This design comes from an exercise in tuning for small area, a short achievable clock period and few clock cycles per item on the open sky130 flow, not from production work. The RTL was checked by simulation tests, not by an equivalence proof against the original design. No driver is modelled on the clock port, so clocking that relies on it looks cheaper here than on a real chip. Power is estimated from default activity; no workload was simulated.

### design/flow/design.v
package hafir_pkg;
  localparam int MAX_LINE_WIDTH = 4096;
  localparam int COL_W = 12;
  localparam int LW_W = 13;
  localparam int CH_W = 8;
  localparam int PIX_W = 24;
endpackage
module hafir_lane #(
  parameter int CPA = 1    
) (
  input  logic       k_pass,
  input  logic       k1,
  input  logic       k3,
  input  logic [7:0] a,
  input  logic [7:0] b,
  input  logic [7:0] c,
  input  logic [7:0] d,
  input  logic [7:0] e,
  output logic [7:0] filt
);
  logic [11:0] o1, o2, o3, p, q;
  logic [11:0] x1, y1, x2, y2, x3, y3;
  logic [11:0] sum;
  assign o1 = {3'd0, b, 1'b0};
  assign o2 = {3'd0, d, 1'b0};
  assign o3 = {3'd0, c, 1'b0};
  assign p  = k3 ? {4'd0, a} : {3'd0, c, 1'b0};
  assign q  = ({12{k1}} & {1'b0, c, 3'b000}) | ({12{k3}} & {4'd0, e});
  logic [11:0] h1, h2, h3;
  assign h1 = o1 ^ o2;
  assign x1 = h1 ^ o3;
  assign y1 = {(o1[10:0] & o2[10:0]) | (h1[10:0] & o3[10:0]), 1'b0};
  assign h2 = x1 ^ y1;
  assign x2 = h2 ^ p;
  assign y2 = {(x1[10:0] & y1[10:0]) | (h2[10:0] & p[10:0]), 1'b0};
  assign h3 = x2 ^ y2;
  assign x3 = h3 ^ q;
  assign y3 = {(x2[10:0] & y2[10:0]) | (h3[10:0] & q[10:0]), 1'b0};
  if (CPA == 0) begin : g_add
    assign sum = x3 + y3;
  end else if (CPA == 1) begin : g_skl
    logic [11:0] g [5];
    logic [11:0] t [5];
    always_comb begin
      g[0] = x3 & y3;
      t[0] = x3 ^ y3;
      for (int l = 0; l < 4; l++) begin
        for (int i = 0; i < 12; i++) begin
          if (((i >> l) & 1) == 1) begin
            g[l+1][i] = g[l][i] | (t[l][i] & g[l][((i >> l) << l) - 1]);
            t[l+1][i] = t[l][i] & t[l][((i >> l) << l) - 1];
          end else begin
            g[l+1][i] = g[l][i];
            t[l+1][i] = t[l][i];
          end
        end
      end
    end
    assign sum = t[0] ^ {g[4][10:0], 1'b0};
  end else begin : g_rc
    logic [12:0] cy;
    assign cy[0] = 1'b0;
    for (genvar i = 0; i < 12; i++) begin : g_bit
      assign sum[i]  = x3[i] ^ y3[i] ^ cy[i];
      assign cy[i+1] = (x3[i] & y3[i]) | (x3[i] & cy[i]) | (y3[i] & cy[i]);
    end
  end
  assign filt = k_pass ? c : (k1 ? sum[11:4] : sum[10:3]);
endmodule
module horizontal_antialias_fir_core (
  input  logic        clk,
  input  logic        rst_n,
  input  logic        in_valid,
  output logic        in_ready,
  input  logic [7:0]  red_in,
  input  logic [7:0]  green_in,
  input  logic [7:0]  blue_in,
  output logic        out_valid,
  input  logic        out_ready,
  output logic [7:0]  red_out,
  output logic [7:0]  green_out,
  output logic [7:0]  blue_out,
  output logic        line_end,
  input  logic        cfg_psel,
  input  logic        cfg_penable,
  input  logic        cfg_pwrite,
  input  logic [2:0]  cfg_paddr,
  input  logic [31:0] cfg_pwdata,
  output logic [31:0] cfg_prdata,
  output logic        cfg_pready
);
  logic [1:0]  filter_sel_r;
  logic [12:0] line_width_r;
  logic [12:0] col_r;                     
  logic [23:0] w0_r, w1_r, w2_r, w3_r;    
  logic        v2_r, v3_r;                
  logic        t2_r, t3_r;                
  logic        kp_r, k1_r, k3_r;          
  logic [24:0] o_r;                       
  logic        ov_r;
  logic [23:0] px;
  logic [23:0] filt;
  logic        wr_d_r;
  logic        o_free;
  logic        in_acc;
  logic        cfg_wr;
  logic [12:0] col_inc;
  logic        last;
  logic        col_gt;
  logic        col_eq;
  logic        use_filt;
  logic        emit;
  logic        shift;
  assign px = {red_in, green_in, blue_in};
  assign cfg_pready = 1'b1;
  assign cfg_wr     = cfg_psel && cfg_penable && cfg_pwrite;
  assign cfg_prdata = cfg_paddr[2] ? {19'd0, line_width_r} : {30'd0, filter_sel_r};
  always_ff @(posedge clk) begin
    if (!rst_n) begin
      filter_sel_r <= 2'd0;
      line_width_r <= 13'd640;
    end else if (cfg_wr) begin
      if (cfg_paddr[2]) line_width_r <= cfg_pwdata[12:0];
      else              filter_sel_r <= cfg_pwdata[1:0];
    end
  end
  assign col_gt   = col_r > line_width_r;
  assign col_eq   = col_r == line_width_r;
  assign last     = col_r[12] || col_gt || col_eq;
  assign col_inc  = col_r + 13'd1;
  assign use_filt = in_acc ? (!last && (col_r >= 13'd4))
                           : ((col_r >= 13'd5) && !col_gt);
  always_ff @(posedge clk) begin
    if (!rst_n) begin
      wr_d_r <= 1'b0;
      kp_r   <= 1'b1;
      k1_r   <= 1'b0;
      k3_r   <= 1'b0;
    end else begin
      wr_d_r <= cfg_wr;
      kp_r   <= !use_filt || (filter_sel_r == 2'd0);
      k1_r   <= filter_sel_r == 2'd1;
      k3_r   <= filter_sel_r == 2'd3;
    end
  end
  assign o_free   = !ov_r || out_ready;
  assign in_ready = !wr_d_r && (!v2_r || o_free);
  assign in_acc   = in_valid && in_ready;
  assign emit     = o_free && v2_r && (in_acc || t2_r || (v3_r && t3_r));
  assign shift    = in_acc || ((!v3_r || t3_r) && (emit || (!v2_r && v3_r)));
  for (genvar l = 0; l < 3; l++) begin : g_lane
    hafir_lane u_lane (
      .k_pass     (kp_r),
      .k1         (k1_r),
      .k3         (k3_r),
      .a          (w0_r[l*8 +: 8]),
      .b          (w1_r[l*8 +: 8]),
      .c          (w2_r[l*8 +: 8]),
      .d          (w3_r[l*8 +: 8]),
      .e          (px[l*8 +: 8]),
      .filt       (filt[l*8 +: 8])
    );
  end
  always_ff @(posedge clk) begin
    if (!rst_n) begin
      v2_r  <= 1'b0;
      v3_r  <= 1'b0;
      col_r <= 13'd1;
    end else begin
      if (shift) begin
        v2_r <= v3_r;
        v3_r <= in_acc;
      end else if (emit) begin
        v2_r <= 1'b0;
      end
      if (in_acc) col_r <= last ? 13'd1 : col_inc;
    end
  end
  always_ff @(posedge clk) begin
    if (shift) begin
      w0_r <= w1_r;
      w1_r <= w2_r;
      w2_r <= w3_r;
      w3_r <= px;
      t2_r <= t3_r;
      t3_r <= last;
    end
  end
  always_ff @(posedge clk) begin
    if (!rst_n) ov_r <= 1'b0;
    else        ov_r <= emit || (ov_r && !out_ready);
  end
  always_ff @(posedge clk) begin
    if (o_free) o_r <= {filt, t2_r};
  end
  assign out_valid = ov_r;
  assign red_out   = o_r[24:17];
  assign green_out = o_r[16:9];
  assign blue_out  = o_r[8:1];
  assign line_end  = o_r[0];
endmodule
### design/flow/flow/run.sh
#!/bin/bash
# The standard layout (the standard.sh, unchanged synthesis), with the
# port buffers inserted as buf_1 cells instead of the resizer's default pick.
set -euo pipefail
bash standard.sh "BUFFER_PORTS_ARGS=-buffer_cell sky130_fd_sc_hd__buf_1" "CTS_ARGS=-sink_clustering_enable -repair_clock_nets -sink_clustering_size 50 -sink_clustering_max_diameter 100 -buf_list sky130_fd_sc_hd__clkbuf_8 -dont_use_dummy_load" finish > flow_make.log 2>&1
### design/flow/standard.sh
#!/bin/bash
# synth_recipe.tcl (not shown) runs the flow's synth.tcl, then flattens the netlist and writes it again
# the make line also repeats each setting of config.mk as NAME=value (left out here)
make -C /OpenROAD-flow-scripts/flow DESIGN_CONFIG=/design/flow/config.mk WORK_HOME=/design/flow/orfs CLKGATE_MAP_FILE= SYNTH_SCRIPT=/design/flow/synth_recipe.tcl "${@:-finish}"
### design/flow/config.mk
export PLATFORM = sky130hd
export DESIGN_NAME = horizontal_antialias_fir_core
export DESIGN_NICKNAME = horizontal_antialias_fir_core
export VERILOG_FILES = /design/flow/design.v
export SDC_FILE = /design/flow/constraint.sdc
export NUM_CORES = 4
export LEC_CHECK = 0
export CAP_MARGIN = 20
export CORE_MARGIN = 2
export CORE_UTILIZATION = 40
export CTS_BUF_LIST = sky130_fd_sc_hd__clkbuf_8
export CTS_CLUSTER_DIAMETER = 100
export CTS_CLUSTER_SIZE = 50
export SETUP_SLACK_MARGIN = 4.15
export SLEW_MARGIN = 20
### design/flow/constraint.sdc
create_clock -name core_clock -period 8.5 [get_ports {clk}]
set_input_delay 1.7000 -clock core_clock [delete_from_list [all_inputs] [get_ports {clk}]]
set_output_delay 1.7000 -clock core_clock [all_outputs]
set_load 0.01 [all_outputs]
==> metrics.md, run 1 <==
| Metric | Value |
|---|---|
| Peak supply drop | `0.0976 mV` |
| Clock buffer count from CTS | `17` |
| Worst slew margin | `39.9%` |
| Register-to-Register Path Depth | `13` |
| Final antenna-violating net count | `0` |
| Final Instance Area | `10500 um2` |
| DRC viols | `0` |
| Hold WC Path Type | `reg -> reg` |
| Syn avg cell area | `11.5 um2` |
| Synthesized instance count | `826` |
| First-pass GRT wire length | `29600 um` |
| Top fanout value on the critical path | `5` |
| CP max-delay cell | `fa_1` |
| Nature of the critical path endpoint | `flip-flop` |
| Critical path class | `reg -> reg` |
| Final Non-Filler Cells | `1238` |
| Post-DP HPWL | `13000 um` |
| Clk sinks | `158` |
| Dpl cell area | `10100 um2` |
| Final hold viol count | `0` |
| Htree depth | `4` |
| Post-placement cell count | `1207` |
| Period utilisation layout | `49.5%` |
| Die Y | `158 um` |
| Main synth FF type | `edfxtp_1` |
| Critical Path Max Stage Delay | `0.55 ns` |
| Setup TNS | `0 ns` |
| Adder-cell share of the synthesized area | `22.2%` |
| CTS max path bufs | `2` |
| Post-synth cell types | `46` |
| Rows | `56` |
| Share of layout cells above drive strength 1 | `6.75%` |
| Hold_buf cts | `0` |
| Total grt overflow | `0` |
| Clk slew on worst S/H paths | `0.09 ns` |
| Post-synth top area cell | `edfxtp_1` |
| Min Tclk post-route | `4.21 ns` |
| Max-cap violations | `0` |
| Via density | `4.82` |
| GRT Overall Usage | `15.2%` |
| Die X | `158 um` |
| Final #Nets | `1111` |
| Worst Path Required | `8.65 ns` |
| Via Count | `5971` |
| 1st-iter DRT viols | `318` |
| Proportion of synthesized area in mux cells | `3.79%` |
| Area Growth Syn to Fin | `10.6%` |
| Sequential share of the synthesized area | `46.2%` |
| Largest family of logic cells by synthesized area | `adder cells` |
| CTS tree | `built` |
| Number of antenna violations at the first check in global routing | `0` |
| RSZ-0062 raised after global routing | `no` |
| # fillers | `2266` |
| Yosys top cell area share | `38.8%` |
| Synth Area in XOR/XNOR | `2.39%` |
| Hold depth | `0` |
| Final setup fails | `0` |
| Max-slew violation count | `0` |
| Vias in the first global route | `5937` |
| Data arrival time of the critical path | `4.36 ns` |
| Leak | `4.21 nW` |
| Yosys warns | `4` |
| Mapped Area | `9510 um2` |
| Simple-gate portion of the synthesized area | `9.85%` |
| Clk Latency, worst-skew pair | `0.46 ns` |
| Die Area | `25000 um2` |
| Drt wl/cell | `14.6 um` |
| Critical Path Most Common Cell | `fa_1` |
| Status | `no timing/DRC/antenna violations` |
| Crit-path cells | `fa_1, inv_1, fa_1, fa_1, inv_1, ha_1, nand2_1, nor3_2, nor3_1, fa_1, xnor2_1, a211oi_1, a21oi_1` |
| Peak Freq | `238 MHz` |
| Post-layout util | `44.9%` |
| First-pass DRT Iterations | `4` |
| Initial core utilization | `40.6%` |
| Register bit total from synthesis | `158` |
| FFs w/ async S/R, synth | `0%` |
| Startpoint Class | `flip-flop` |
| Largest net degree at the start of global routing | `70` |
| Area contributors post-synth | `edfxtp_1 39%, fa_1 16%, dfxtp_1 7.4%` |
| I/O Pins | `126` |
| Number of enable flip-flop cells after synthesis | `123` |
| Core area | `23400 um2` |
| Total chip power | `2.27 mW` |
| PwrDens | `216 nW/um2` |
| Register area | `4400 um2` |
| Multi-input logic area | `4570 um2` |
| CTS Root Cell | `clkbuf_8` |
| Slew @ Worst Pin | `0.902 ns` |
| Clock Skew | `0.0357 ns` |
| ANT cells | `0` |
| Final Wtd Congestion | `0.794` |
| Synth Area in Compound Gates | `8.18%` |
| PortBufs | `84` |
| Final WL | `18100 um` |
-- cell usage in the layout (no fill, tap or decap), types with 27 or more instances in the layout --
cell type / n
and2_1: 30
dfxtp_1: 33
ha_1: 47
fa_1: 75
a21oi_1: 38
nor2_1: 41
inv_1: 115
mux2i_1: 27
nand2_1: 65
buf_1: 83
edfxtp_1: 123
-- power breakdown --
group / switching, mW / leakage [nW] / internal (mW)
Clock: 0.237 / 0.122 / 0.177
Combinational: 0.511 / 2.57 / 0.394
Sequential: 0.0446 / 1.51 / 0.906
-- synthesized netlist by cell type (21+ instances only) --
master    count
dfxtp_1      35
buf_4        21
edfxtp_1    123
o21ai_0      23
nand2_1      65
ha_1         49
mux2i_1      27
nor2_1       41
and2_1       30
inv_1       115
a21oi_1      39
fa_1         75
-- critical path: cells and delay by family (launching register included) --
kind                     cells  cell delay [ns]
adder cells (fa/ha/maj)      5             2.35
flip-flops                   1             0.50
AND/OR/NAND/NOR              3             0.45
AO/OA/AOI/OAI                2             0.35
XOR/XNOR                     1             0.16
buffers and inverters        2             0.10
-- metal layers --
| metal | GRT usage (%) | vias up | part of all wire [%] |
|---|---|---|---|
| li1 | - | 2942 | - |
| met2 | 24.1 | 92 | 45 |
| met1 | 20.8 | 2913 | 49 |
| met3 | 2.98 | 24 | 3.3 |
| met5 | 0 | - | 0 |
| met4 | 5.79 | 0 | 2.4 |
-- kinds of logic (layout without fill, tap and decap cells) --
| kind of cell | count (synthesis) | count (layout) |
|---|---|---|
| AOI/OAI and AO/OA | 123 | 123 |
| xor gates and xnor gates | 26 | 26 |
| adders and majority gates | 124 | 124 |
| buffers and inverters | 162 | 237 |
| DFF | 158 | 158 |
| muxes | 35 | 35 |
| other | 2 | 20 |
| and+or+nand+nor | 196 | 196 |
-- registers in the layout (all words and copies together) (netlist names), 2 cells and up --
register and flops:
col_r 13, filter_sel_r 2, line_width_r 13, o_r 25
w0_r 24, w1_r 24, w2_r 24, w3_r 24
-- stage by stage --
| step | setup slack, ns | hold slack [ns] |
|---|---|---|
| CTS | 4.13 | 0.447 |
| finish | 4.29 | 0.445 |
| global route | 4.12 | 0.459 |
| floorplan | 1.18 | 0.426 |
| detailed placement | 3.84 | 0.442 |
| global placement | 3.84 | 0.434 |
-- final timing paths --
kind,from,to,slack [ns]
max,w2_r[10],o_r[14],4.29
min,w1_r[16],w0_r[16],0.44
max reg2reg,w2_r[10],o_r[14],4.29
min reg2reg,w1_r[16],w0_r[16],0.44
-- what timing repair did --
item                                    4_1_cts  5_1_grt
resized for setup                             3       12
endpoints found under the setup margin       12       12
pin swaps                                     0        2
buffers inserted                              0       14
-- final cells by class --
| type | count | area share (%) |
|---|---|---|
| clock buffers | 17 | 2.23 |
| well taps | 319 | 3.80 |
| inverters | 117 | 4.18 |
| repair buffers | 103 | 4.49 |
| multi-input cells | 524 | 43.5 |
| flip-flops and latches | 158 | 41.8 |
Testbench counts, summed over its fixed seeds: cycles 27,321, items 27,129.
==> run 2: changes to the inputs <==
--- a/design/flow/config.mk
+++ b/design/flow/config.mk
@@ -7,9 +7,9 @@
 export LEC_CHECK = 0
 export CAP_MARGIN = 20
 export CORE_MARGIN = 2
-export CORE_UTILIZATION = 40
+export CORE_UTILIZATION = 50
 export CTS_BUF_LIST = sky130_fd_sc_hd__clkbuf_8
 export CTS_CLUSTER_DIAMETER = 100
 export CTS_CLUSTER_SIZE = 50
-export SETUP_SLACK_MARGIN = 4.15
+export SETUP_SLACK_MARGIN = 4.1
 export SLEW_MARGIN = 20
==> metrics.md, run 2 <==
| Metric | Value |
|---|---|
| Period utilisation layout | `49.0% (was 49.5%)` |
| Number of antenna violations at the first check in global routing | `0 (unchanged)` |
| Most flops, register | `o_r (unchanged)` |
| Slew @ Worst Pin | `0.834 ns (was 0.902 ns)` |
| Clk slew on worst S/H paths | `0.08 ns (was 0.09 ns)` |
| Initial core utilization | `50.8% (was 40.6%)` |
| Status | `no timing/DRC/antenna violations (unchanged)` |
| Main synth FF type | `edfxtp_1 (unchanged)` |
| Final WL | `18000 um (was 18100 um)` |
| GRT Overall Usage | `19.0% (was 15.2%)` |
| Final Wtd Congestion | `0.791 (was 0.794)` |
| Clock Skew | `0.0205 ns (was 0.0357 ns)` |
| Flop2flop setup slack | `4.33 ns (was 4.29 ns)` |
| CTS Root Cell | `clkbuf_8 (unchanged)` |
| Most frequent cells in the layout | `123 x edfxtp_1, 115 x inv_1, 83 x buf_1, 75 x fa_1, 65 x nand2_1 (unchanged)` |
| Via density | `5.26 (was 4.82)` |
| Count leader, synth | `edfxtp_1 (unchanged)` |
| Setup TNS | `0 ns (unchanged)` |
| Worst Path Required | `8.67 ns (was 8.65 ns)` |
| Synth Area in Compound Gates | `8.18% (unchanged)` |
| Final hold viol count | `0 (unchanged)` |
| Vias in the first global route | `6266 (was 5937)` |
| FFs w/ async S/R, synth | `0% (unchanged)` |
| Htree depth | `4 (unchanged)` |
| Proportion of synthesized area in mux cells | `3.79% (unchanged)` |
| PwrDens | `220 nW/um2 (was 216 nW/um2)` |
| Core area | `18700 um2 (was 23400 um2)` |
| I/O Pins | `126 (unchanged)` |
| Largest family of logic cells by synthesized area | `adder cells (unchanged)` |
| Peak Freq | `240 MHz (was 238 MHz)` |
| Startpoint Class | `flip-flop (unchanged)` |
| Die Y | `142 um (was 158 um)` |
| Clk sinks | `158 (unchanged)` |
| Total grt overflow | `0 (unchanged)` |
| Synth Area in XOR/XNOR | `2.39% (unchanged)` |
| PortBufs | `84 (unchanged)` |
| Post-synth cell types | `46 (unchanged)` |
| Clock buffer count from CTS | `17 (unchanged)` |
| Nature of the critical path endpoint | `flip-flop (unchanged)` |
| RSZ-0062 raised after global routing | `yes (was no)` |
| Syn avg cell area | `11.5 um2 (unchanged)` |
| Leak | `4.17 nW (was 4.21 nW)` |
| Register bit total from synthesis | `158 (unchanged)` |
| Max FFs per register | `25 (unchanged)` |
| 1st-iter DRT viols | `292 (was 318)` |
| Max-cap violations | `0 (unchanged)` |
| Synthesized instance count | `826 (unchanged)` |
| Sequential share of the synthesized area | `46.2% (unchanged)` |
| DRC viols | `0 (unchanged)` |
| ANT cells | `0 (unchanged)` |
| Critical path class | `reg -> reg (unchanged)` |
| Max-slew violation count | `0 (unchanged)` |
| First-pass DRT Iterations | `4 (unchanged)` |
| Min Tclk post-route | `4.17 ns (was 4.21 ns)` |
| Simple-gate portion of the synthesized area | `9.85% (unchanged)` |
| Leading cell type in the layout, fill and taps excluded | `edfxtp_1 (unchanged)` |
| Area Growth Syn to Fin | `8.14% (was 10.6%)` |
| Post-layout util | `55.0% (was 44.9%)` |
| Mapped Area | `9510 um2 (unchanged)` |
| Final antenna-violating net count | `0 (unchanged)` |
| Clk Latency, worst-skew pair | `0.45 ns (was 0.46 ns)` |
| CTS max path bufs | `2 (unchanged)` |
| Top fanout value on the critical path | `5 (unchanged)` |
| Rows | `50 (was 56)` |
| # fillers | `1637 (was 2266)` |
| Post-DP HPWL | `13300 um (was 13000 um)` |
| Peak supply drop | `0.0897 mV (was 0.0976 mV)` |
| Die Area | `20100 um2 (was 25000 um2)` |
| Post-synth top area cell | `edfxtp_1 (unchanged)` |
| Die X | `142 um (was 158 um)` |
| Final #Nets | `1103 (was 1111)` |
| Drt wl/cell | `15.7 um (was 14.6 um)` |
| Final setup fails | `0 (unchanged)` |
| Hold WC Path Type | `reg -> reg (unchanged)` |
| Yosys warns | `4 (unchanged)` |
| First-pass GRT wire length | `30200 um (was 29600 um)` |
| Worst slew margin | `44.4% (was 39.9%)` |
| Top cells by count, synth | `123 x edfxtp_1, 115 x inv_1, 75 x fa_1, 65 x nand2_1, 49 x ha_1 (unchanged)` |
| Share of layout cells above drive strength 1 | `4.83% (was 6.75%)` |
| Number of enable flip-flop cells after synthesis | `123 (unchanged)` |
| Data arrival time of the critical path | `4.34 ns (was 4.36 ns)` |
| CTS tree | `built (unchanged)` |
| Largest net degree at the start of global routing | `65 (was 70)` |
| Yosys top cell area share | `38.8% (unchanged)` |
| Area contributors post-synth | `edfxtp_1 39%, fa_1 16%, dfxtp_1 7.4% (unchanged)` |
| Adder-cell share of the synthesized area | `22.2% (unchanged)` |
| Via Count | `6021 (was 5971)` |
## run 2: critical path, stage by stage, from the launching register on
cell and delay [ns]:
edfxtp_1 0.49, fa_1 0.54, inv_1 0.05, fa_1 0.48, fa_1 0.56, inv_1 0.04
ha_1 0.36, nand4_1 0.13, nor3_1 0.20, nor3_1 0.10, fa_1 0.57, nor2_1 0.05
a211oi_1 0.27, a21oi_1 0.07
## run 2: metrics by stage
step	cells	power [mW]	hold slack, ns	worst slack (ns)	area [um2]
floorplan	844	1.68	0.426	1.18	9590
global placement	1122	1.83	0.430	3.92	9990
detailed placement	1122	1.86	0.437	3.94	9990
CTS	1139	2.29	0.448	4.15	10200
global route	1145	2.46	0.453	4.07	10300
finish	1145	2.26	0.451	4.33	10300
## run 2: final timing paths
path,cells past startpoint,start,to
setup / recovery,13,w2_r[12],o_r[13]
hold / removal,0,w3_r[16],w2_r[16]
setup reg to reg,13,w2_r[12],o_r[13]
hold reg to reg,0,w3_r[16],w2_r[16]
## run 2: per-layer routing
metal	vias to the layer above	GRT usage (%)	share of wire [%]
li1	2933	-	-
met2	92	31.9	50
met1	2987	25.4	46
met4	0	4.68	0.83
met5	-	0	0
met3	9	4.18	3.5
## run 2: timing repair
| action | CTS | global route |
|---|---|---|
| resized for setup | 2 | 4 |
| buffers inserted | 0 | 6 |
| hold buffers | 0 | 0 |
| endpoints found under the setup margin | 9 | 7 |
## run 2: cells by family after synthesis
family                   count (synthesis)
flip-flops                             158
adder cells (fa/ha/maj)                124
XOR/XNOR                                26
buffers and inverters                  162
other                                    2
AND/OR/NAND/NOR                        196
AO/OA/AOI/OAI                          123
multiplexers                            35
## run 2: cell type report
type	instances	area, um2	share of cell area, %
Sequential cell	158	4400	42.8
Tap cell	234	293	2.85
Timing Repair Buffer	95	412	4.00
Inverter	117	439	4.27
Clock buffer	17	234	2.27
Multi-Input combinational cell	524	4510	43.9
## run 2: where the power goes
group | internal, mW | total (mW) | switching, mW
combinational | 0.381 | 0.891 | 0.510
sequential | 0.906 | 0.950 | 0.0445
clock | 0.177 | 0.417 | 0.240
==> run 3: changes to the inputs <==
--- a/design/flow/config.mk
+++ b/design/flow/config.mk
@@ -7,7 +7,7 @@
 export LEC_CHECK = 0
 export CAP_MARGIN = 20
 export CORE_MARGIN = 2
-export CORE_UTILIZATION = 50
+export CORE_UTILIZATION = 55
 export CTS_BUF_LIST = sky130_fd_sc_hd__clkbuf_8
 export CTS_CLUSTER_DIAMETER = 100
 export CTS_CLUSTER_SIZE = 50
==> metrics.md, run 3 <==
| Metric | Value |
|---|---|
| Status | `no timing/DRC/antenna violations (unchanged)` |
| Final setup fails | `0 (unchanged)` |
| Post-synth cell types | `46 (unchanged)` |
| Multi-input logic area | `4520 um2 (was 4510 um2)` |
| Die X | `136 um (was 142 um)` |
| CTS Root Cell | `clkbuf_8 (unchanged)` |
| ANT cells | `0 (unchanged)` |
| Hold_ws | `0.458 ns (was 0.451 ns)` |
| Die Area | `18400 um2 (was 20100 um2)` |
| GRT Overall Usage | `21.0% (was 19.0%)` |
| Clock Skew | `0.0289 ns (was 0.0205 ns)` |
| Startpoint Class | `flip-flop (unchanged)` |
| Count leader, synth | `edfxtp_1 (unchanged)` |
| Final Wtd Congestion | `0.846 (was 0.791)` |
| Syn avg cell area | `11.5 um2 (unchanged)` |
| Final antenna-violating net count | `0 (unchanged)` |
| Min Tclk post-route | `4.18 ns (was 4.17 ns)` |
| Die Y | `136 um (was 142 um)` |
| Top fanout value on the critical path | `5 (unchanged)` |
| FFs w/ async S/R, synth | `0% (unchanged)` |
| Mapped Area | `9510 um2 (unchanged)` |
| Max-cap violations | `0 (unchanged)` |
| Initial core utilization | `55.6% (was 50.8%)` |
| Final WL | `17800 um (was 18000 um)` |
| Total chip power | `2.25 mW (was 2.26 mW)` |
| CTS max path bufs | `2 (unchanged)` |
| # fillers | `1442 (was 1637)` |
| Slew @ Worst Pin | `0.869 ns (was 0.834 ns)` |
| Critical path class | `reg -> reg (unchanged)` |
| Max-slew violation count | `0 (unchanged)` |
| Largest net degree at the start of global routing | `65 (unchanged)` |
| Clk Latency, worst-skew pair | `0.46 ns (was 0.45 ns)` |
| Most flops, register | `o_r (unchanged)` |
| Final #Nets | `1099 (was 1103)` |
| Register bit total from synthesis | `158 (unchanged)` |
| Peak Freq | `239 MHz (was 240 MHz)` |
| PortBufs | `84 (unchanged)` |
| Rows | `48 (was 50)` |
| Leak | `4.14 nW (was 4.17 nW)` |
| Final hold viol count | `0 (unchanged)` |
| Register-to-Register Path Depth | `13 (unchanged)` |
| Main synth FF type | `edfxtp_1 (unchanged)` |
| Data arrival time of the critical path | `4.34 ns (about the same)` |
| Register area | `4400 um2 (about the same)` |
| Sequential share of the synthesized area | `46.2% (unchanged)` |
| Period utilisation layout | `49.1% (was 49.0%)` |
| Hold WC Path Type | `reg -> reg (unchanged)` |
| 1st-iter DRT viols | `276 (was 292)` |
| Leading cell type in the layout, fill and taps excluded | `edfxtp_1 (unchanged)` |
| Number of antenna violations at the first check in global routing | `0 (unchanged)` |
| Yosys warns | `4 (unchanged)` |
| Yosys top cell area share | `38.8% (unchanged)` |
| I/O Pins | `126 (unchanged)` |
| Drt wl/cell | `15.7 um (about the same)` |
| Total grt overflow | `0 (unchanged)` |
| First-pass DRT Iterations | `7 (was 4)` |
| Synthesized instance count | `826 (unchanged)` |
| Area contributors post-synth | `edfxtp_1 39%, fa_1 16%, dfxtp_1 7.4% (unchanged)` |
| Htree depth | `4 (unchanged)` |
| Post-synth top area cell | `edfxtp_1 (unchanged)` |
| Clock buffer count from CTS | `17 (unchanged)` |
| Most frequent cells in the layout | `123 x edfxtp_1, 115 x inv_1, 83 x buf_1, 75 x fa_1, 65 x nand2_1 (unchanged)` |
| Via Count | `5981 (was 6021)` |
| Setup TNS | `0 ns (unchanged)` |
| DRC viols | `0 (unchanged)` |
| Worst Path Required | `8.66 ns (was 8.67 ns)` |
| Share of layout cells above drive strength 1 | `4.52% (was 4.83%)` |
| Post-DP HPWL | `13100 um (was 13300 um)` |
| Clk sinks | `158 (unchanged)` |
| Core area | `17100 um2 (was 18700 um2)` |
| Vias in the first global route | `6116 (was 6266)` |
| Area Growth Syn to Fin | `7.68% (was 8.14%)` |
| Via density | `5.28 (was 5.26)` |
| Max FFs per register | `25 (unchanged)` |
| Number of enable flip-flop cells after synthesis | `123 (unchanged)` |
| PwrDens | `220 nW/um2 (about the same)` |
| Nature of the critical path endpoint | `flip-flop (unchanged)` |
| Top cells by count, synth | `123 x edfxtp_1, 115 x inv_1, 75 x fa_1, 65 x nand2_1, 49 x ha_1 (unchanged)` |
| Worst slew margin | `42.1% (was 44.4%)` |
| Hold depth | `0 (unchanged)` |
| Clk slew on worst S/H paths | `0.07 ns (was 0.08 ns)` |
| First-pass GRT wire length | `29900 um (was 30200 um)` |
| Peak supply drop | `0.178 mV (was 0.0897 mV)` |
| RSZ-0062 raised after global routing | `yes (unchanged)` |
| CTS tree | `built (unchanged)` |
-- run 3: cell counts after synthesis --
Identical to the previous run, type by type.
-- run 3: through the flow --
step / cells / area (um2) / utilization (%) / setup WS, ns
2_1_floorplan: 844 / 9590 / - / 1.18
3_3_place_gp: 1113 / 9970 / 58.3 / 3.86
3_5_place_dp: 1113 / 9970 / 58.3 / 3.84
4_1_cts: 1130 / 10200 / 59.7 / 4.15
5_1_grt: 1132 / 10200 / 59.8 / 4.06
6_report: 1132 / 10200 / 59.8 / 4.32
-- run 3: power breakdown --
group	switching, mW	internal [mW]	total (mW)
combinational	0.504	0.379	0.883
clock	0.240	0.177	0.416
sequential	0.0455	0.906	0.952
total	0.789	1.46	2.25
-- run 3: worst paths after layout --
| path | from | end | slack, ns |
|---|---|---|---|
| setup / recovery | w2_r[10] | o_r[14] | 4.32 |
| hold / removal | w1_r[8] | w0_r[8] | 0.46 |
| setup reg to reg | w2_r[10] | o_r[14] | 4.32 |
| hold reg to reg | w1_r[8] | w0_r[8] | 0.46 |
-- run 3: cells by family (layout without fill, tap and decap cells) --
kind of cell	count (synthesis)	after routing	share of synthesized area, %
other	2	20	0.0790
adders and majority gates	124	124	22.2
DFF	158	158	46.2
AOI/OAI and AO/OA	123	123	8.18
muxes	35	35	3.79
buffers and inverters	162	225	7.27
and+or+nand+nor	196	196	9.85
xor gates and xnor gates	26	26	2.39
-- run 3: timing repair --
item | in CTS | in global routing
endpoints found under the setup margin | 1 | 8
buffers inserted | 0 | 2
gates resized for setup | 1 | 5
hold buffers | 0 | 0
-- run 3: layer usage --
metal / part of all wire [%] / vias up / global-route usage, %
met5: 0 / - / 0
met4: 0.82 / 0 / 4.51
met3: 3.5 / 13 / 4.71
met2: 49 / 98 / 35.3
met1: 47 / 2956 / 28.2
li1: - / 2914 / -
-- run 3: final cells by class --
class                           count  area share, %
Timing Repair Buffer               91           3.68
Multi-Input combinational cell    524           44.1
Sequential cell                   158           42.9
Tap cell                          225           2.75
Inverter                          117           4.29
Clock buffer                       17           2.28
-- run 3: critical path, stage by stage, from the launching register on --
cell and delay (ns):
edfxtp_1 0.48, fa_1 0.55, inv_1 0.06, fa_1 0.52
fa_1 0.55, inv_1 0.04, ha_1 0.32, nand2_1 0.09
nor3_2 0.23, nor3_1 0.09, fa_1 0.43, xnor2_1 0.17
a211oi_1 0.27, a21oi_1 0.08
==> run 4: changes to the inputs <==
--- a/design/flow/config.mk
+++ b/design/flow/config.mk
@@ -7,7 +7,7 @@
 export LEC_CHECK = 0
 export CAP_MARGIN = 20
 export CORE_MARGIN = 2
-export CORE_UTILIZATION = 55
+export CORE_UTILIZATION = 45
 export CTS_BUF_LIST = sky130_fd_sc_hd__clkbuf_8
 export CTS_CLUSTER_DIAMETER = 100
 export CTS_CLUSTER_SIZE = 50
==> metrics.md, run 4 <==
| Metric | Value |
|---|---|
| Clock Skew | `0.0229 ns (was 0.0289 ns)` |
| Synthesized instance count | `826 (unchanged)` |
| CTS tree | `built (unchanged)` |
| Period utilisation layout | `49.7% (was 49.1%)` |
| # fillers | `1903 (was 1442)` |
| Number of antenna violations at the first check in global routing | `0 (unchanged)` |
| I/O Pins | `126 (unchanged)` |
| Count leader, synth | `edfxtp_1 (unchanged)` |
| Leading cell type in the layout, fill and taps excluded | `edfxtp_1 (unchanged)` |
| Max-slew violation count | `0 (unchanged)` |
| Max FFs per register | `25 (unchanged)` |
| First-pass GRT wire length | `29400 um (was 29900 um)` |
| Proportion of synthesized area in mux cells | `3.79% (unchanged)` |
| Post-synth cell types | `46 (unchanged)` |
| Share of layout cells above drive strength 1 | `5.37% (was 4.52%)` |
| Final setup fails | `0 (unchanged)` |
| Max-cap violations | `0 (unchanged)` |
| Area contributors post-synth | `edfxtp_1 39%, fa_1 16%, dfxtp_1 7.4% (unchanged)` |
| Sequential share of the synthesized area | `46.2% (unchanged)` |
| Dpl cell area | `10000 um2 (was 9970 um2)` |
| Clk sinks | `158 (unchanged)` |
| Leak | `4.17 nW (was 4.14 nW)` |
| Die Area | `22300 um2 (was 18400 um2)` |
| Final hold viol count | `0 (unchanged)` |
| Number of enable flip-flop cells after synthesis | `123 (unchanged)` |
| Data arrival time of the critical path | `4.37 ns (was 4.34 ns)` |
| PortBufs | `84 (unchanged)` |
| Largest net degree at the start of global routing | `69 (was 65)` |
| Via density | `4.95 (was 5.28)` |
| Clk slew on worst S/H paths | `0.07 ns (about the same)` |
| NetSw | `780 uW (was 789 uW)` |
| Mapped Area | `9510 um2 (unchanged)` |
| DRC viols | `0 (unchanged)` |
| Sequential share of power | `42.4% (was 42.3%)` |
| Worst slew margin | `37.8% (was 42.1%)` |
| Nature of the critical path endpoint | `flip-flop (unchanged)` |
| Logic pwr share | `39.1% (was 39.2%)` |
| Post-DP HPWL | `12600 um (was 13100 um)` |
| Peak Freq | `237 MHz (was 239 MHz)` |
| Min Tclk post-route | `4.23 ns (was 4.18 ns)` |
| Die Y | `149 um (was 136 um)` |
| RSZ-0062 raised after global routing | `yes (unchanged)` |
| 1st-iter DRT viols | `258 (was 276)` |
| Sw frac | `34.8% (was 35.1%)` |
| ANT cells | `0 (unchanged)` |
| CTS Root Cell | `clkbuf_8 (unchanged)` |
| Peak supply drop | `0.108 mV (was 0.178 mV)` |
| Adder-cell share of the synthesized area | `22.2% (unchanged)` |
| Most frequent cells in the layout | `123 x edfxtp_1, 115 x inv_1, 83 x buf_1, 75 x fa_1, 65 x nand2_1 (unchanged)` |
| Clk Latency, worst-skew pair | `0.44 ns (was 0.46 ns)` |
| Synth Area in Compound Gates | `8.18% (unchanged)` |
| Final Wtd Congestion | `0.768 (was 0.846)` |
| Most flops, register | `o_r (unchanged)` |
| Main synth FF type | `edfxtp_1 (unchanged)` |
| PwrDens | `216 nW/um2 (was 220 nW/um2)` |
| Post-synth top area cell | `edfxtp_1 (unchanged)` |
| First-pass DRT Iterations | `5 (was 7)` |
| CTS max path bufs | `2 (unchanged)` |
| Clock buffer count from CTS | `17 (unchanged)` |
| Clock power share | `18.5% (about the same)` |
| Critical Path Max Stage Delay | `0.58 ns (was 0.55 ns)` |
| Final Instance Area | `10400 um2 (was 10200 um2)` |
| Initial core utilization | `45.5% (was 55.6%)` |
| Pint | `1.46 mW (about the same)` |
| Setup TNS | `0 ns (unchanged)` |
| Critical Path Most Common Cell | `fa_1 (unchanged)` |
| Top cells by count, synth | `123 x edfxtp_1, 115 x inv_1, 75 x fa_1, 65 x nand2_1, 49 x ha_1 (unchanged)` |
| Final WL | `17500 um (was 17800 um)` |
| Rows | `53 (was 48)` |
| Die X | `149 um (was 136 um)` |
| CP max-delay cell | `fa_1 (unchanged)` |
| Final #Nets | `1105 (was 1099)` |
| Area Growth Syn to Fin | `8.93% (was 7.68%)` |
| Largest family of logic cells by synthesized area | `adder cells (unchanged)` |
| Top fanout value on the critical path | `4 (was 5)` |
| Yosys warns | `4 (unchanged)` |
| Htree depth | `4 (unchanged)` |
| Register bit total from synthesis | `158 (unchanged)` |
| Status | `no timing/DRC/antenna violations (unchanged)` |
| Hold WC Path Type | `reg -> reg (unchanged)` |
| Total grt overflow | `0 (unchanged)` |
| Critical path class | `in -> reg (was reg -> reg)` |
| Crit-path cells | `buf_1, a22oi_1, fa_1, inv_1, ha_1, nand4_1, o22ai_1, nor3_1, fa_1, nor2_1, a211oi_1, a21oi_1 (was fa_1, inv_1, fa_1, fa_1, inv_1, ha_1, nand2_1, nor3_2, nor3_1, fa_1, xnor2_1, a211oi_1, a21oi_1)` |
| Synth Area in XOR/XNOR | `2.39% (unchanged)` |
| Slew @ Worst Pin | `0.933 ns (was 0.869 ns)` |
| Drt wl/cell | `14.7 um (was 15.7 um)` |
| Syn avg cell area | `11.5 um2 (unchanged)` |
| GRT Overall Usage | `16.8% (was 21.0%)` |
| Core area | `20900 um2 (was 17100 um2)` |
| Final antenna-violating net count | `0 (unchanged)` |
| Startpoint Class | `input pin (was flip-flop)` |
| Vias in the first global route | `5926 (was 6116)` |
| Worst Path Required | `8.64 ns (was 8.66 ns)` |
| Via Count | `5884 (was 5981)` |
| Simple-gate portion of the synthesized area | `9.85% (unchanged)` |
| FFs w/ async S/R, synth | `0% (unchanged)` |
| Yosys top cell area share | `38.8% (unchanged)` |
## run 4: worst paths after layout
kind,startpoint,endpoint,slack (ns),cells after the start
max,green_in[7],o_r[14],4.27,12
min,w3_r[16],w2_r[16],0.44,0
max reg2reg,w2_r[12],o_r[14],4.34,13
min reg2reg,w3_r[16],w2_r[16],0.44,0
## run 4: logic make-up after synthesis
group                      count (synthesis)
and+or+nand+nor                          196
buffers and inverters                    162
DFF                                      158
muxes                                     35
other                                      2
adders and majority gates                124
xor gates and xnor gates                  26
AOI/OAI and AO/OA                        123
## run 4: worst max-delay path, delay by kind of cell
kind                     cells  cell delay, ns
buffers and inverters        2            0.21
adder cells (fa/ha/maj)      3            1.47
AND/OR/NAND/NOR              3            0.29
AO/OA/AOI/OAI                4            0.67
## run 4: layout make-up
cell class | count | area, um2 | share of cell area [%]
multi-input combinational | 524 | 4520 | 43.6
sequential | 158 | 4400 | 42.4
inverter | 117 | 439 | 4.24
timing repair buffer | 97 | 427 | 4.12
tap | 275 | 344 | 3.32
clock buffer | 17 | 234 | 2.26
## run 4: repair_timing
item	in CTS	in global routing
endpoints found under the setup margin	2	6
hold buffers	0	0
buffers inserted	0	9
gates resized for setup	1	7
## run 4: routing by layer
layer / vias to the layer above / share of wire, % / track usage (%)
li1: 2931 / - / -
met1: 2863 / 49 / 24.3
met2: 82 / 47 / 25.9
met3: 8 / 3.3 / 3.82
met4: 0 / 1.0 / 4.19
met5: - / 0 / 0
## run 4: stage by stage
step / utilization (%) / total power, mW / std cells / hold WS, ns / worst slack [ns]
2_1_floorplan: - / 1.68 / 844 / 0.426 / 1.18
3_3_place_gp: 48.0 / 1.83 / 1162 / 0.432 / 3.80
3_5_place_dp: 48.0 / 1.84 / 1162 / 0.446 / 3.77
4_1_cts: 49.2 / 2.27 / 1179 / 0.441 / 4.14
5_1_grt: 49.6 / 2.45 / 1188 / 0.452 / 4.07
6_report: 49.6 / 2.24 / 1188 / 0.444 / 4.27
## run 4: power groups by stage
stage | clock (mW) | sequential [mW] | combinational, mW
after floorplan | 0 | 0.967 | 0.712
after global placement | 0 | 0.970 | 0.863
after detailed placement | 0 | 0.971 | 0.871
after CTS | 0.435 | 0.954 | 0.878
after global routing | 0.460 | 0.961 | 1.03
final | 0.415 | 0.951 | 0.877
==> run 5: changes to the inputs <==
--- a/design/flow/config.mk
+++ b/design/flow/config.mk
@@ -7,7 +7,7 @@
 export LEC_CHECK = 0
 export CAP_MARGIN = 20
 export CORE_MARGIN = 2
-export CORE_UTILIZATION = 45
+export CORE_UTILIZATION = 40
 export CTS_BUF_LIST = sky130_fd_sc_hd__clkbuf_8
 export CTS_CLUSTER_DIAMETER = 100
 export CTS_CLUSTER_SIZE = 50
==> metrics.md, run 5 <==
| Metric | Value |
|---|---|
| Max-slew violation count | `0 (unchanged)` |
| Total grt overflow | `0 (unchanged)` |
| Die Area | `25000 um2 (was 22300 um2)` |
| PortBufs | `84 (unchanged)` |
| GRT Overall Usage | `15.2% (was 16.8%)` |
| Die Y | `158 um (was 149 um)` |
| Area Growth Syn to Fin | `9.30% (was 8.93%)` |
| Via Count | `5943 (was 5884)` |
| Peak Freq | `237 MHz (about the same)` |
| Reg2reg end | `o_r[14] (unchanged)` |
| Final hold viol count | `0 (unchanged)` |
| PwrDens | `215 nW/um2 (was 216 nW/um2)` |
| Period utilisation layout | `49.6% (was 49.7%)` |
| Min Tclk post-route | `4.21 ns (was 4.23 ns)` |
| Post-synth top area cell | `edfxtp_1 (unchanged)` |
| Status | `no timing/DRC/antenna violations (unchanged)` |
| Sequential share of the synthesized area | `46.2% (unchanged)` |
| ANT cells | `0 (unchanged)` |
| # fillers | `2269 (was 1903)` |
| CP max-delay cell | `fa_1 (unchanged)` |
| Min-delay src | `w1_r[16] (was w3_r[16])` |
| RSZ-0062 raised after global routing | `no (was yes)` |
| Core area | `23400 um2 (was 20900 um2)` |
| Vias in the first global route | `5937 (was 5926)` |
| Simple-gate portion of the synthesized area | `9.85% (unchanged)` |
| Critical Path Max Stage Delay | `0.55 ns (was 0.58 ns)` |
| First-pass GRT wire length | `29600 um (was 29400 um)` |
| Top cells by count, synth | `123 x edfxtp_1, 115 x inv_1, 75 x fa_1, 65 x nand2_1, 49 x ha_1 (unchanged)` |
| Worst slew margin | `40.1% (was 37.8%)` |
| Hold depth | `0 (unchanged)` |
| Adder-cell share of the synthesized area | `22.2% (unchanged)` |
| Via density | `4.84 (was 4.95)` |
| Synth Area in XOR/XNOR | `2.39% (unchanged)` |
| Setup TNS | `0 ns (unchanged)` |
| Proportion of synthesized area in mux cells | `3.79% (unchanged)` |
| Data arrival time of the critical path | `4.37 ns (about the same)` |
| Rows | `56 (was 53)` |
| Hold_buf cts | `0 (unchanged)` |
| Area contributors post-synth | `edfxtp_1 39%, fa_1 16%, dfxtp_1 7.4% (unchanged)` |
| Startpoint Class | `flip-flop (was input pin)` |
| Register bit total from synthesis | `158 (unchanged)` |
| Number of enable flip-flop cells after synthesis | `123 (unchanged)` |
| Yosys top cell area share | `38.8% (unchanged)` |
| Clk sinks | `158 (unchanged)` |
| Final setup fails | `0 (unchanged)` |
| 1st-iter DRT viols | `368 (was 258)` |
| Main synth FF type | `edfxtp_1 (unchanged)` |
| End of the worst hold path | `w0_r[16] (was w2_r[16])` |
| Total chip power | `2.24 mW (about the same)` |
| Final antenna-violating net count | `0 (unchanged)` |
| Yosys warns | `4 (unchanged)` |
| Clock Skew | `0.0378 ns (was 0.0229 ns)` |
| Syn avg cell area | `11.5 um2 (unchanged)` |
| Post-DP HPWL | `13000 um (was 12600 um)` |
| Crit. Startpoint | `w2_r[10] (was green_in[7])` |
| Critical Path Most Common Cell | `fa_1 (unchanged)` |
| Synth Area in Compound Gates | `8.18% (unchanged)` |
| CTS max path bufs | `2 (unchanged)` |
| Hold WC Path Type | `reg -> reg (unchanged)` |
| Top fanout value on the critical path | `5 (was 4)` |
| Critical path class | `reg -> reg (was in -> reg)` |
| Synthesized instance count | `826 (unchanged)` |
| I/O Pins | `126 (unchanged)` |
| First-pass DRT Iterations | `4 (was 5)` |
| CTS tree | `built (unchanged)` |
| FFs w/ async S/R, synth | `0% (unchanged)` |
| Htree depth | `4 (unchanged)` |
| Largest net degree at the start of global routing | `70 (was 69)` |
| Drt wl/cell | `14.5 um (was 14.7 um)` |
| Post-place setup slack | `3.84 ns (was 3.77 ns)` |
| Die X | `158 um (was 149 um)` |
| Final #Nets | `1102 (was 1105)` |
| Count leader, synth | `edfxtp_1 (unchanged)` |
| Share of layout cells above drive strength 1 | `5.05% (was 5.37%)` |
| Final Wtd Congestion | `0.794 (was 0.768)` |
| Crit-path cells | `fa_1, inv_1, fa_1, fa_1, inv_1, ha_1, nand2_1, nor3_2, nor3_1, fa_1, xnor2_1, a211oi_1, a21oi_1 (was buf_1, a22oi_1, fa_1, inv_1, ha_1, nand4_1, o22ai_1, nor3_1, fa_1, nor2_1, a211oi_1, a21oi_1)` |
| Clk slew on worst S/H paths | `0.09 ns (was 0.07 ns)` |
| Final WL | `17900 um (was 17500 um)` |
| Nature of the critical path endpoint | `flip-flop (unchanged)` |
| Leading cell type in the layout, fill and taps excluded | `edfxtp_1 (unchanged)` |
| Initial core utilization | `40.6% (was 45.5%)` |
| Clk Latency, worst-skew pair | `0.46 ns (was 0.44 ns)` |
| Mapped Area | `9510 um2 (unchanged)` |
| Flop2flop setup slack | `4.29 ns (was 4.34 ns)` |
| Most flops, register | `o_r (unchanged)` |
| Leak | `4.16 nW (was 4.17 nW)` |
| CTS Root Cell | `clkbuf_8 (unchanged)` |
| Largest family of logic cells by synthesized area | `adder cells (unchanged)` |
| R2R Path Start | `w2_r[10] (was w2_r[12])` |
| Slew @ Worst Pin | `0.898 ns (was 0.933 ns)` |
| Max-cap violations | `0 (unchanged)` |
| Most frequent cells in the layout | `123 x edfxtp_1, 115 x inv_1, 83 x buf_1, 75 x fa_1, 65 x nand2_1 (unchanged)` |
| Max FFs per register | `25 (unchanged)` |
| DRC viols | `0 (unchanged)` |
| Number of antenna violations at the first check in global routing | `0 (unchanged)` |
| Post-synth cell types | `46 (unchanged)` |
| Worst setup margin | `4.29 ns (was 4.27 ns)` |
| Hold_ws | `0.442 ns (was 0.444 ns)` |
| Worst Path Required | `8.65 ns (was 8.64 ns)` |
| Final Non-Filler Cells | `1229 (was 1188)` |
| Post-placement cell count | `1207 (was 1162)` |
| Register-to-Register Path Depth | `13 (unchanged)` |
| Peak supply drop | `0.0973 mV (was 0.108 mV)` |
| Clock buffer count from CTS | `17 (unchanged)` |
-- run 5: cell counts after synthesis --
No cell type changed its count.
-- run 5: cells by family (layout without fill, tap and decap cells) --
logic type / after synthesis / in the layout
XOR/XNOR: 26 / 26
AND/OR/NAND/NOR: 196 / 196
adder cells (fa/ha/maj): 124 / 124
other: 2 / 20
flip-flops: 158 / 158
AO/OA/AOI/OAI: 123 / 123
multiplexers: 35 / 35
buffers and inverters: 162 / 228
-- run 5: final cells by class --
type | instances | area (um2) | area share (%)
multi-input combinational | 524 | 4520 | 43.5
sequential | 158 | 4400 | 42.3
inverter | 117 | 439 | 4.22
timing repair buffer | 94 | 404 | 3.89
tap | 319 | 399 | 3.84
clock buffer | 17 | 234 | 2.25
-- run 5: worst max-delay path by stage --
stage | endpoint | slack [ns] | depth (start not counted)
floorplan | t2_r | 1.18 | 3
global placement | o_r[13] | 3.84 | 12
detailed placement | o_r[13] | 3.84 | 12
CTS | cfg_prdata[0] | 4.12 | 3
global route | o_r[5] | 4.10 | 13
finish | o_r[14] | 4.29 | 13
-- run 5: routing by layer --
metal	track usage, %	vias to the layer above	routed length [um]
met2	24.1	113	8030
met1	20.8	2881	8730
met3	2.98	26	691
met4	5.79	0	422
li1	-	2923	-
met5	0	-	0
-- run 5: metrics by stage --
stage | cell area, um2 | utilization [%]
floorplan | 9590 | -
global placement | 10100 | 43.1
detailed placement | 10100 | 43.1
CTS | 10300 | 44.2
global route | 10400 | 44.4
finish | 10400 | 44.4
-- run 5: critical path: cells and delay by family (launching register included) --
kind | cells | cell delay (ns)
AND/OR/NAND/NOR | 3 | 0.47
XOR/XNOR | 1 | 0.16
adder cells (fa/ha/maj) | 5 | 2.35
AO/OA/AOI/OAI | 2 | 0.34
flip-flops | 1 | 0.50
buffers and inverters | 2 | 0.10
-- run 5: power breakdown --
group	total (mW)	switching (mW)	internal, mW	leakage, nW
Sequential	0.952	0.0455	0.906	1.51
Combinational	0.872	0.496	0.375	2.53
Clock	0.412	0.236	0.177	0.122
-- run 5: repair_timing --
item	4_1_cts	5_1_grt
endpoints found under the hold margin	0	0
gates resized for setup	2	6
setup endpoints to repair	8	12
buffers inserted	0	5
==> run 6: changes to the inputs <==
==> design/flow/run.sh (new file) <==
#!/bin/bash
# synth_recipe.tcl (not shown) runs the flow's synth.tcl, then flattens the netlist and writes it again
# the make line also repeats each setting of config.mk as NAME=value (left out here)
make -C /OpenROAD-flow-scripts/flow DESIGN_CONFIG=/design/flow/config.mk WORK_HOME=/design/flow/orfs CLKGATE_MAP_FILE= SYNTH_SCRIPT=/design/flow/synth_recipe.tcl finish
--- a/design/flow/config.mk
+++ b/design/flow/config.mk
@@ -7,7 +7,7 @@
 export LEC_CHECK = 0
 export CAP_MARGIN = 20
 export CORE_MARGIN = 2
-export CORE_UTILIZATION = 40
+export CORE_UTILIZATION = 50
 export CTS_BUF_LIST = sky130_fd_sc_hd__clkbuf_8
 export CTS_CLUSTER_DIAMETER = 100
 export CTS_CLUSTER_SIZE = 50
removed: design/flow/flow/run.sh
removed: design/flow/standard.sh
==> metrics.md, run 6 <==
| Metric | Value |
|---|---|
| Status | `no timing/DRC/antenna violations (unchanged)` |
| Worst setup margin | `4.15 ns (was 4.29 ns)` |
| Main synth FF type | `edfxtp_1 (unchanged)` |
| Crit. Startpoint | `out_ready (was w2_r[10])` |
| Period utilisation layout | `51.2% (was 49.6%)` |
| Post-place setup slack | `3.44 ns (was 3.84 ns)` |
| Htree depth | `4 (unchanged)` |
| Worst slew margin | `41.8% (was 40.1%)` |
| Post-placement cell count | `1122 (was 1207)` |
| Vias in the first global route | `6481 (was 5937)` |
| Area contributors post-synth | `edfxtp_1 39%, fa_1 16%, dfxtp_1 7.4% (unchanged)` |
| Hold depth | `0 (unchanged)` |
| # fillers | `1491 (was 2269)` |
| Post-synth top area cell | `edfxtp_1 (unchanged)` |
| Crit-path cells | `dlygate4sd2_1, nand3b_1, nor2b_2, dlygate4sd2_1 (was fa_1, inv_1, fa_1, fa_1, inv_1, ha_1, nand2_1, nor3_2, nor3_1, fa_1, xnor2_1, a211oi_1, a21oi_1)` |
| Final setup fails | `0 (unchanged)` |
| Via Count | `6172 (was 5943)` |
| Top delay family on crit path | `buffers and inverters (was adder cells)` |
| Setup TNS | `0 ns (unchanged)` |
| FFs w/ async S/R, synth | `0% (unchanged)` |
| Area Growth Syn to Fin | `19.2% (was 9.30%)` |
| Top fanout value on the critical path | `2 (was 5)` |
| Number of antenna violations at the first check in global routing | `0 (unchanged)` |
| Clk slew on worst S/H paths | `0.08 ns (was 0.09 ns)` |
| Share of layout cells above drive strength 1 | `10.9% (was 5.05%)` |
| Worst Path Required | `6.80 ns (was 8.65 ns)` |
| Register bit total from synthesis | `158 (unchanged)` |
| Reg2reg end | `o_r[18] (was o_r[14])` |
| Data arrival time of the critical path | `2.65 ns (was 4.37 ns)` |
| Final antenna-violating net count | `0 (unchanged)` |
| Post-synth cell types | `46 (unchanged)` |
| 1st-iter DRT viols | `270 (was 368)` |
| Min-delay src | `w3_r[0] (was w1_r[16])` |
| CTS tree | `built (unchanged)` |
| Leading cell type in the layout, fill and taps excluded | `edfxtp_1 (unchanged)` |
| Die Y | `142 um (was 158 um)` |
| Core area | `18700 um2 (was 23400 um2)` |
| Final hold viol count | `0 (unchanged)` |
| Critical Path Most Common Cell | `dlygate4sd2_1 (was fa_1)` |
| Slew @ Worst Pin | `0.873 ns (was 0.898 ns)` |
| Max-slew violation count | `0 (unchanged)` |
| Number of enable flip-flop cells after synthesis | `123 (unchanged)` |
| Final #Nets | `1100 (was 1102)` |
| Multi-input logic area | `4830 um2 (was 4520 um2)` |
| Hold WC Path Type | `reg -> reg (unchanged)` |
| Final Wtd Congestion | `0.776 (was 0.794)` |
| Drt wl/cell | `16.2 um (was 14.5 um)` |
| Yosys warns | `4 (unchanged)` |
| End of the worst hold path | `w2_r[0] (was w0_r[16])` |
| Most flops, register | `o_r (unchanged)` |
| Top cells by count, synth | `123 x edfxtp_1, 115 x inv_1, 75 x fa_1, 65 x nand2_1, 49 x ha_1 (unchanged)` |
| Register area | `4400 um2 (about the same)` |
| Most frequent cells in the layout | `123 x edfxtp_1, 115 x inv_1, 70 x fa_1, 67 x clkdlybuf4s50_1, 65 x nand2_1 (was 123 x edfxtp_1, 115 x inv_1, 83 x buf_1, 75 x fa_1, 65 x nand2_1)` |
| Clock Skew | `0.00777 ns (was 0.0378 ns)` |
| First-pass GRT wire length | `31000 um (was 29600 um)` |
| Syn avg cell area | `11.5 um2 (unchanged)` |
| ANT cells | `0 (unchanged)` |
| PwrDens | `237 nW/um2 (was 215 nW/um2)` |
| Leak | `4.61 nW (was 4.16 nW)` |
| Nature of the critical path endpoint | `output pin (was flip-flop)` |
| Clk sinks | `158 (unchanged)` |
| Max-cap violations | `0 (unchanged)` |
| RSZ-0062 raised after global routing | `yes (was no)` |
| Final Non-Filler Cells | `1157 (was 1229)` |
| Synthesized instance count | `826 (unchanged)` |
| Peak supply drop | `0.126 mV (was 0.0973 mV)` |
| Sequential share of the synthesized area | `46.2% (unchanged)` |
| Flop2flop setup slack | `4.32 ns (was 4.29 ns)` |
| Largest net degree at the start of global routing | `67 (was 70)` |
| Post-DP HPWL | `13300 um (was 13000 um)` |
| Mapped Area | `9510 um2 (unchanged)` |
| Min Tclk post-route | `4.35 ns (was 4.21 ns)` |
| Initial core utilization | `50.8% (was 40.6%)` |
| CP max-delay cell | `dlygate4sd2_1 (was fa_1)` |
| Critical Path Max Stage Delay | `0.28 ns (was 0.55 ns)` |
| Total grt overflow | `0 (unchanged)` |
| Worst path bufs/invs | `2 (unchanged)` |
| Final WL | `18700 um (was 17900 um)` |
| R2R Path Start | `k3_r (was w2_r[10])` |
| Via density | `5.33 (was 4.84)` |
| Yosys top cell area share | `38.8% (unchanged)` |
| Die X | `142 um (was 158 um)` |
| Max FFs per register | `25 (unchanged)` |
| CTS max path bufs | `2 (unchanged)` |
| Clock buffer count from CTS | `17 (unchanged)` |
| Rows | `50 (was 56)` |
| GRT Overall Usage | `19.5% (was 15.2%)` |
| Post-layout util | `60.6% (was 44.4%)` |
| Die Area | `20100 um2 (was 25000 um2)` |
| DRC viols | `0 (unchanged)` |
| Critical path class | `in -> out (was reg -> reg)` |
| Register-to-Register Path Depth | `11 (was 13)` |
| PortBufs | `84 (unchanged)` |
| Peak Freq | `230 MHz (was 237 MHz)` |
| I/O Pins | `126 (unchanged)` |
| Total chip power | `2.68 mW (was 2.24 mW)` |
| CTS Root Cell | `clkbuf_8 (unchanged)` |
| First-pass DRT Iterations | `4 (unchanged)` |
| Startpoint Class | `input pin (was flip-flop)` |
| Clk Latency, worst-skew pair | `0.45 ns (was 0.46 ns)` |
| Count leader, synth | `edfxtp_1 (unchanged)` |
-- run 6: cell count changes in the layout (fill, tap and decap cells not counted), moves of 12 or more --
cell,before,now
buf_1,83,0
clkdlybuf4s50_1,0,67
dlymetal6s2s_1,0,12
ha_1,49,36
ha_4,0,13
-- run 6: kinds of logic (layout without fill, tap and decap cells) --
family	after synthesis	after routing	synth area share, %
buffers and inverters	162	241	7.27
muxes	35	35	3.79
and+or+nand+nor	196	196	9.85
AOI/OAI and AO/OA	123	123	8.18
xor gates and xnor gates	26	26	2.39
other	2	20	0.0790
adders and majority gates	124	124	22.2
DFF	158	158	46.2
-- run 6: timing repair --
| item | in CTS | in global routing |
|---|---|---|
| hold buffers | 0 | 0 |
| pin swaps | 4 | 22 |
| endpoints found under the setup margin | 19 | 17 |
| gates resized for setup | 18 | 53 |
| setup buffers | 1 | 2 |
-- run 6: worst register-to-register path: stages (launching register included) --
cell and delay, ns:
dfxtp_2 0.33, buf_6 0.42, mux2_2 0.44, fa_1 0.56, fa_1 0.43, ha_1 0.30, nand4_1 0.18, o21a_1 0.29
fa_1 0.44, xor2_1 0.19, mux2i_1 0.09, mux2_2 0.28
-- run 6: worst max-delay path by stage --
| stage | endpoint | slack, ns | depth (start not counted) |
|---|---|---|---|
| floorplan | t2_r | 1.18 | 3 |
| global placement | cfg_prdata[0] | 3.47 | 3 |
| detailed placement | cfg_prdata[1] | 3.44 | 3 |
| finish | in_ready | 4.15 | 4 |
| global route | o_r[6] | 4.04 | 11 |
| CTS | o_r[18] | 4.09 | 11 |
-- run 6: report_power, final --
part / total, mW / internal, mW / switching, mW
sequential: 0.952 / 0.905 / 0.0465
combinational: 1.09 / 0.511 / 0.582
clock: 0.639 / 0.348 / 0.290
-- run 6: final cells by class --
class,count,share of cell area (%)
multi-input cells,524,42.6
repair buffers,92,8.18
well taps,234,2.58
inverters,117,3.88
clock buffers,17,2.06
clock inverters,15,1.93
flip-flops and latches,158,38.8
-- run 6: stage by stage --
stage	area, um2	hold slack, ns
after floorplan	9590	0.426
after global routing	11300	0.473
after global placement	10500	0.429
after CTS	11000	0.461
final	11300	0.459
after detailed placement	10500	0.448
-- run 6: per-layer routing --
layer	up-vias	wire [um]	global-route usage [%]
li1	2931	-	-
met1	3080	8420	25.2
met2	135	9240	33.3
met3	26	766	3.88
met4	0	287	6.05
met5	-	0	0
==> run 7: changes to the inputs <==
==> design/flow/flow/run.sh (new file) <==
#!/bin/bash
# Layout flow: the standard layout (standard.sh, with its synthesis
# unchanged), with two changes to how the layout is made:
#  - port buffers: every input and output port still gets a buffer, as a
#    buf_1 cell instead of the resizer's default pick (clkdlybuf4s50_1,
#    which is larger and slower);
#  - clock tree: the same clock_tree_synthesis call as the standard flow
#    (clustering, clock net repair, clkbuf_8 buffers as in config.mk) but
#    without the dummy loads CTS adds to balance its leaf nets.
# All make/OpenROAD/Yosys output goes to flow_make.log here; ORFS keeps each
# step's own log under orfs/logs/.
set -euo pipefail
bash standard.sh \
  "BUFFER_PORTS_ARGS=-buffer_cell sky130_fd_sc_hd__buf_1" \
  "CTS_ARGS=-sink_clustering_enable -repair_clock_nets -sink_clustering_size 50 -sink_clustering_max_diameter 100 -buf_list sky130_fd_sc_hd__clkbuf_8 -dont_use_dummy_load" \
  finish > flow_make.log 2>&1
==> design/flow/standard.sh (new file) <==
#!/bin/bash
# synth_recipe.tcl (not shown) runs the flow's synth.tcl, then flattens the netlist and writes it again
# the make line also repeats each setting of config.mk as NAME=value (left out here)
make -C /OpenROAD-flow-scripts/flow DESIGN_CONFIG=/design/flow/config.mk WORK_HOME=/design/flow/orfs CLKGATE_MAP_FILE= SYNTH_SCRIPT=/design/flow/synth_recipe.tcl "${@:-finish}"
--- a/design/flow/config.mk
+++ b/design/flow/config.mk
@@ -7,7 +7,7 @@
 export LEC_CHECK = 0
 export CAP_MARGIN = 20
 export CORE_MARGIN = 2
-export CORE_UTILIZATION = 50
+export CORE_UTILIZATION = 40
 export CTS_BUF_LIST = sky130_fd_sc_hd__clkbuf_8
 export CTS_CLUSTER_DIAMETER = 100
 export CTS_CLUSTER_SIZE = 50
removed: design/flow/run.sh
==> metrics.md, run 7 <==
| Metric | Value |
|---|---|
| Crit-path cells | `fa_1, inv_1, fa_1, fa_1, inv_1, ha_1, nand2_1, nor3_2, nor3_1, fa_1, xnor2_1, a211oi_1, a21oi_1 (was dlygate4sd2_1, nand3b_1, nor2b_2, dlygate4sd2_1)` |
| Max FFs per register | `25 (unchanged)` |
| First-pass DRT Iterations | `4 (unchanged)` |
| Leak | `4.16 nW (was 4.61 nW)` |
| Share of layout cells above drive strength 1 | `5.05% (was 10.9%)` |
| Area Growth Syn to Fin | `9.30% (was 19.2%)` |
| Sequential share of power | `42.6% (was 35.5%)` |
| Clock buffer count from CTS | `17 (unchanged)` |
| Clock power share | `18.4% (was 23.8%)` |
| Main synth FF type | `edfxtp_1 (unchanged)` |
| Hold WC Path Type | `reg -> reg (unchanged)` |
| Nature of the critical path endpoint | `flip-flop (was output pin)` |
| Via Count | `5943 (was 6172)` |
| PortBufs | `84 (unchanged)` |
| Dpl cell area | `10100 um2 (was 10500 um2)` |
| Number of enable flip-flop cells after synthesis | `123 (unchanged)` |
| Yosys top cell area share | `38.8% (unchanged)` |
| GRT Overall Usage | `15.2% (was 19.5%)` |
| Worst path bufs/invs | `2 (unchanged)` |
| Top delay family on crit path | `adder cells (was buffers and inverters)` |
| Startpoint Class | `flip-flop (was input pin)` |
| Multi-input logic area | `4520 um2 (was 4830 um2)` |
| Final WL | `17900 um (was 18700 um)` |
| Period utilisation layout | `49.6% (was 51.2%)` |
| I/O Pins | `126 (unchanged)` |
| Rows | `56 (was 50)` |
| Logic pwr share | `39.0% (was 40.7%)` |
| Top fanout value on the critical path | `5 (was 2)` |
| Most flops, register | `o_r (unchanged)` |
| Clk slew on worst S/H paths | `0.09 ns (was 0.08 ns)` |
| Slew @ Worst Pin | `0.898 ns (was 0.873 ns)` |
| Via density | `4.84 (was 5.33)` |
| Most frequent cells in the layout | `123 x edfxtp_1, 115 x inv_1, 83 x buf_1, 75 x fa_1, 65 x nand2_1 (was 123 x edfxtp_1, 115 x inv_1, 70 x fa_1, 67 x clkdlybuf4s50_1, 65 x nand2_1)` |
| Top cells by count, synth | `123 x edfxtp_1, 115 x inv_1, 75 x fa_1, 65 x nand2_1, 49 x ha_1 (unchanged)` |
| Die Y | `158 um (was 142 um)` |
| Register bit total from synthesis | `158 (unchanged)` |
| Count leader, synth | `edfxtp_1 (unchanged)` |
| Final #Nets | `1102 (was 1100)` |
| Critical Path Max Stage Delay | `0.55 ns (was 0.28 ns)` |
| Final Wtd Congestion | `0.794 (was 0.776)` |
| Yosys warns | `4 (unchanged)` |
| Pint | `1.46 mW (was 1.77 mW)` |
| ANT cells | `0 (unchanged)` |
| Final Instance Area | `10400 um2 (was 11300 um2)` |
| Final hold viol count | `0 (unchanged)` |
| Clk sinks | `158 (unchanged)` |
| RSZ-0062 raised after global routing | `no (was yes)` |
| Core area | `23400 um2 (was 18700 um2)` |
| CP max-delay cell | `fa_1 (was dlygate4sd2_1)` |
| Max-cap violations | `0 (unchanged)` |
| Leading cell type in the layout, fill and taps excluded | `edfxtp_1 (unchanged)` |
| Sequential share of the synthesized area | `46.2% (unchanged)` |
| CTS tree | `built (unchanged)` |
| Final setup fails | `0 (unchanged)` |
| Post-placement cell count | `1207 (was 1122)` |
| FFs w/ async S/R, synth | `0% (unchanged)` |
| Register area | `4400 um2 (about the same)` |
| Largest net degree at the start of global routing | `70 (was 67)` |
| Data arrival time of the critical path | `4.37 ns (was 2.65 ns)` |
| Clock Skew | `0.0378 ns (was 0.00777 ns)` |
| Clk Latency, worst-skew pair | `0.46 ns (was 0.45 ns)` |
| Min Tclk post-route | `4.21 ns (was 4.35 ns)` |
| PwrDens | `215 nW/um2 (was 237 nW/um2)` |
| Critical path class | `reg -> reg (was in -> out)` |
| Number of antenna violations at the first check in global routing | `0 (unchanged)` |
| Hold_buf cts | `0 (unchanged)` |
| Area contributors post-synth | `edfxtp_1 39%, fa_1 16%, dfxtp_1 7.4% (unchanged)` |
| Status | `no timing/DRC/antenna violations (unchanged)` |
| Total grt overflow | `0 (unchanged)` |
| Die Area | `25000 um2 (was 20100 um2)` |
| Flop2flop setup slack | `4.29 ns (was 4.32 ns)` |
run 7: stage by stage:
| step | setup WS, ns | hold WS (ns) | power (mW) | utilization [%] |
|---|---|---|---|---|
| 2_1_floorplan | 1.18 | 0.426 | 1.68 | - |
| 6_report | 4.29 | 0.442 | 2.24 | 44.4 |
| 3_3_place_gp | 3.84 | 0.434 | 1.83 | 43.1 |
| 3_5_place_dp | 3.84 | 0.442 | 1.84 | 43.1 |
| 5_1_grt | 4.10 | 0.459 | 2.45 | 44.4 |
| 4_1_cts | 4.12 | 0.447 | 2.27 | 44.2 |
run 7: cell type report:
| class | count | share of cell area (%) |
|---|---|---|
| Sequential cell | 158 | 42.3 |
| Clock buffer | 17 | 2.25 |
| Tap cell | 319 | 3.84 |
| Multi-Input combinational cell | 524 | 43.5 |
| Timing Repair Buffer | 94 | 3.89 |
| Inverter | 117 | 4.22 |
run 7: cells by family (layout without fill, tap and decap cells):
group                      Yosys count  count (layout)  share of synthesized area, %
other                                2              20                        0.0790
buffers and inverters              162             228                          7.27
AOI/OAI and AO/OA                  123             123                          8.18
and+or+nand+nor                    196             196                          9.85
DFF                                158             158                          46.2
muxes                               35              35                          3.79
xor gates and xnor gates            26              26                          2.39
adders and majority gates          124             124                          22.2
run 7: routing by layer:
| metal | vias up | GRT usage (%) | part of all wire [%] |
|---|---|---|---|
| met3 | 26 | 2.98 | 3.9 |
| met5 | - | 0 | 0 |
| met2 | 113 | 24.1 | 45 |
| li1 | 2923 | - | - |
| met1 | 2881 | 20.8 | 49 |
| met4 | 0 | 5.79 | 2.4 |
run 7: what timing repair did:
item,4_1_cts,5_1_grt
endpoints found under the setup margin,8,12
pin swaps,0,0
setup buffers,0,5
gates resized for setup,2,6
endpoints found under the hold margin,0,0
run 7: power by group through the flow:
stage | logic (mW) | clock network (mW) | registers (mW)
final | 0.872 | 0.412 | 0.952
after global placement | 0.865 | 0 | 0.969
after CTS | 0.880 | 0.435 | 0.954
after detailed placement | 0.872 | 0 | 0.971
after floorplan | 0.712 | 0 | 0.967
after global routing | 1.03 | 0.458 | 0.962
run 7: final timing paths:
path	from	endpoint	cells past startpoint
max	w2_r[10]	o_r[14]	13
min	w1_r[16]	w0_r[16]	0
max reg2reg	w2_r[10]	o_r[14]	13
min reg2reg	w1_r[16]	w0_r[16]	0

Re-timed with assumed drivers on the ports (clkbuf_16 on the clock, buf_2 on other inputs), run 7 has 4.284 ns of setup slack against 4.287 ns with ideal ports, and 3.878 ns once port delays also move by the mid clock arrival of 0.477 ns.
